Background: an optimization exercise with open tools, aiming at small area and a short achievable clock period. Do not read the settings as production practice. At most, simulation tests tie the RTL to the original design; equivalence was not proved. Power and IR drop assume default switching activity.

## axil_fetch
module axil_fetch (
	input  logic S_AXI_ACLK,
	input  logic fifo_reset,
	input  logic i_new_pc,
	input  fetch_pkg::addr_t i_pc,
	input  logic i_ready,
	output fetch_pkg::insn_t o_insn,
	output fetch_pkg::addr_t o_pc,
	output logic o_valid,
	output logic o_illegal,
	output logic M_AXI_ARVALID,
	input  logic M_AXI_ARREADY,
	output fetch_pkg::addr_t M_AXI_ARADDR,
	input  logic M_AXI_RVALID,
	output logic M_AXI_RREADY,
	input  fetch_pkg::bus_word_t M_AXI_RDATA,
	input  logic [1:0] M_AXI_RRESP
);
Size: about 2,000 cells after synthesis, about 680 flip-flops.
Settings: LEC_CHECK=0, CAP_MARGIN=20, CORE_MARGIN=2, CORE_UTILIZATION=60, PLACE_DENSITY=0.72, SETUP_SLACK_MARGIN=2.0, SLEW_MARGIN=20; clock period 4.0 ns.
standard.sh (not shown) runs the stock make flow with config.mk's settings and CLKGATE_MAP_FILE= SYNTH_SCRIPT=/design/flow/synth_recipe.tcl, a recipe that flattens the netlist after the stock synthesis.
==> flow/flow/run.sh <==
#!/bin/bash
# The standard layout, with the smallest buffer on the ports and a clock tree of larger
# sink clusters without dummy loads. make's full output goes to standard.log here, and
# each ORFS step keeps its own log under orfs/logs.
set -euo pipefail
bash standard.sh \
	"BUFFER_PORTS_ARGS=-buffer_cell sky130_fd_sc_hd__buf_1" \
	"CTS_ARGS=-sink_clustering_enable -repair_clock_nets -dont_use_dummy_load -sink_clustering_size 25 -sink_clustering_max_diameter 80" \
	finish > standard.log 2>&1
The starting point completed without violations.
Then changed:
--- a/flow/flow/run.sh
+++ b/flow/flow/run.sh
@@ -8 +8 @@
-	"CTS_ARGS=-sink_clustering_enable -repair_clock_nets -dont_use_dummy_load -sink_clustering_size 25 -sink_clustering_max_diameter 80" \
+	"CTS_ARGS=-sink_clustering_enable -repair_clock_nets -dont_use_dummy_load -sink_clustering_size 30 -sink_clustering_max_diameter 100" \
- ABC_CLOCK_PERIOD_IN_PS: not set -> 2000
- CORE_UTILIZATION: 60 -> 40
- PLACE_DENSITY: 0.72 -> not set
Result:
- cell area came out higher slightly
- non-clock buffer count came out higher by 3
- worst setup slack is worse by 0.047 ns
- global-route usage came out lower by 8.2 points

========
axil_fetch, a different RTL version from the one above (not shown whole).
Size: roughly 1900 cells after synthesis, roughly 200 I/O pins, ~28000 sq um of cells after synthesis.
==> flow/design.v (excerpt) <==
module axil_fetch (
	input  logic S_AXI_ACLK,
	input  logic fifo_reset,
	input  logic i_new_pc,
	input  fetch_pkg::addr_t i_pc,
	input  logic i_ready,
	output fetch_pkg::insn_t o_insn,
	output fetch_pkg::addr_t o_pc,
	output logic o_valid,
	output logic o_illegal,
	output logic M_AXI_ARVALID,
	input  logic M_AXI_ARREADY,
	output fetch_pkg::addr_t M_AXI_ARADDR,
	input  logic M_AXI_RVALID,
	output logic M_AXI_RREADY,
	input  fetch_pkg::bus_word_t M_AXI_RDATA,
	input  logic [1:0] M_AXI_RRESP
);
clock: 4.0 ns
lec_check: 0
cap_margin: 20
core_margin: 2
core_utilization: 40
slew_margin: 20
run.sh (not shown) runs the stock make flow with config.mk's settings and CLKGATE_MAP_FILE= SYNTH_SCRIPT=/design/flow/synth_recipe.tcl, a recipe that flattens the netlist after the stock synthesis.
Stock flow here: none of the scripts above is used.
Edit:
Settings changed: ABC_CLOCK_PERIOD_IN_PS set to 2000, SETUP_SLACK_MARGIN set to 1.8.
Utilization is higher by 2.6 points. Area after synthesis stays the same. Via count rises by about 4%. Maximum frequency rises by 27%. Wire length climbs by about 9%. Setup slack gets better by 0.64 ns. Register-to-register slack gets better by 0.64 ns. Final area rose by 5.4%. Power hardly moves. Count of clock-buffer cells in the layout goes up by 3.
No functional check of the RTL was part of any run of this note.

========
axil_fetch, a different RTL version from the one above (not shown whole).
Size in the first run: roughly 2,600 cells after synthesis, ~640 flip-flops, roughly 200 I/O pins, ~0.027 mm^2 of cells after synthesis.
Settings: LEC_CHECK=0, ABC_AREA=1, CAP_MARGIN=20, CORE_MARGIN=2, CORE_UTILIZATION=70, PLACE_DENSITY=0.8, SETUP_SLACK_MARGIN=2.0, SLEW_MARGIN=20; clock period 4.0 ns.
standard.sh (not shown) runs the stock make flow with config.mk's settings and CLKGATE_MAP_FILE= SYNTH_SCRIPT=/design/flow/synth_recipe.tcl, a recipe that flattens the netlist after the stock synthesis.
==> flow/flow/run.sh <==
#!/bin/bash
# The standard layout, with the smallest buffer on the ports and a clock tree of larger
# sink clusters without dummy loads. make's full output goes to standard.log here, and
# each ORFS step keeps its own log under orfs/logs.
set -euo pipefail
bash standard.sh \
	"BUFFER_PORTS_ARGS=-buffer_cell sky130_fd_sc_hd__buf_1" \
	"CTS_ARGS=-sink_clustering_enable -repair_clock_nets -dont_use_dummy_load -sink_clustering_size 25 -sink_clustering_max_diameter 80" \
	finish > standard.log 2>&1
Then changed:
- ABC_AREA: 1 -> unset
- CORE_UTILIZATION: 70 -> 60
- PLACE_DENSITY: 0.8 -> 0.72
- The changed run finished with timing, DRC and antenna clean
- worst hold slack gains 32 ps
- power fell by 3.1%
- global-route usage fell by 6.5 points
- cell count fell by 21%
- clock skew hardly moves
- count of clock-buffer cells in the layout stays the same
- final area fell by 5.0%
- non-clock buffer count fell by 11
Then changed:
- CORE_UTILIZATION: 60 -> 70
- PLACE_DENSITY: 0.72 -> 0.8
The new run passed the timing, design-rule and antenna checks. Non-clock buffer count is lower by 1. Combinational power hardly moves. Hold slack got worse by 8.7 ps. Clock skew is higher by 44 ps. Maximum frequency barely changes. Global-route usage is higher by 3.7 points.

## static timing again, ports no longer ideal
Ports are ideal in the flow. The routed layouts listed here were re-timed in OpenROAD. Step 1 sets driving cells, clkbuf_16 on the clock port and buf_2 on the other inputs (assumed; they add their load-dependent delay and slew). Step 2, shift: input delay + t, output delay - t, t = (earliest + latest rising clock arrival at the registers) / 2. This alone moves slack from input paths to output paths. a / b / c = no drivers / after step 1 / after step 2; a / b = the first two.
run	shift t [ns]	setup slack, ns	hold slack, ns	latest minus earliest clock arrival (ns)	worst slew at a driven data input, ns
the first run of note 1	0.616	2.004 / 1.946 / 1.472	0.479 / 0.471 / 0.479	0.079 / 0.078	0.10
the second run of note 1	0.659	1.957 / 1.897 / 1.373	0.463 / 0.441 / 0.483	0.127 / 0.127	0.14
the first run of note 2	0.675	0.975 / 0.975 / 0.456	0.415 / 0.384 / 0.453	0.030 / 0.029	0.13
the second run of note 2	0.669	1.613 / 1.613 / 1.268	0.410 / 0.410 / 0.410	0.032 / 0.032	0.13
the first run of note 3	0.582	2.020 / 1.966 / 1.520	0.449 / 0.449 / 0.449	0.065 / 0.065	0.12
the second run of note 3	0.604	2.027 / 1.964 / 1.522	0.481 / 0.467 / 0.481	0.059 / 0.058	0.10
the third run of note 3	0.649	2.029 / 1.968 / 1.473	0.472 / 0.437 / 0.472	0.104 / 0.104	0.09
After both steps every run listed still meets setup and hold. For the second run of note 1, which loses most, drivers alone change the setup slack by -0.060 ns; drivers and shift together by -0.584 ns.
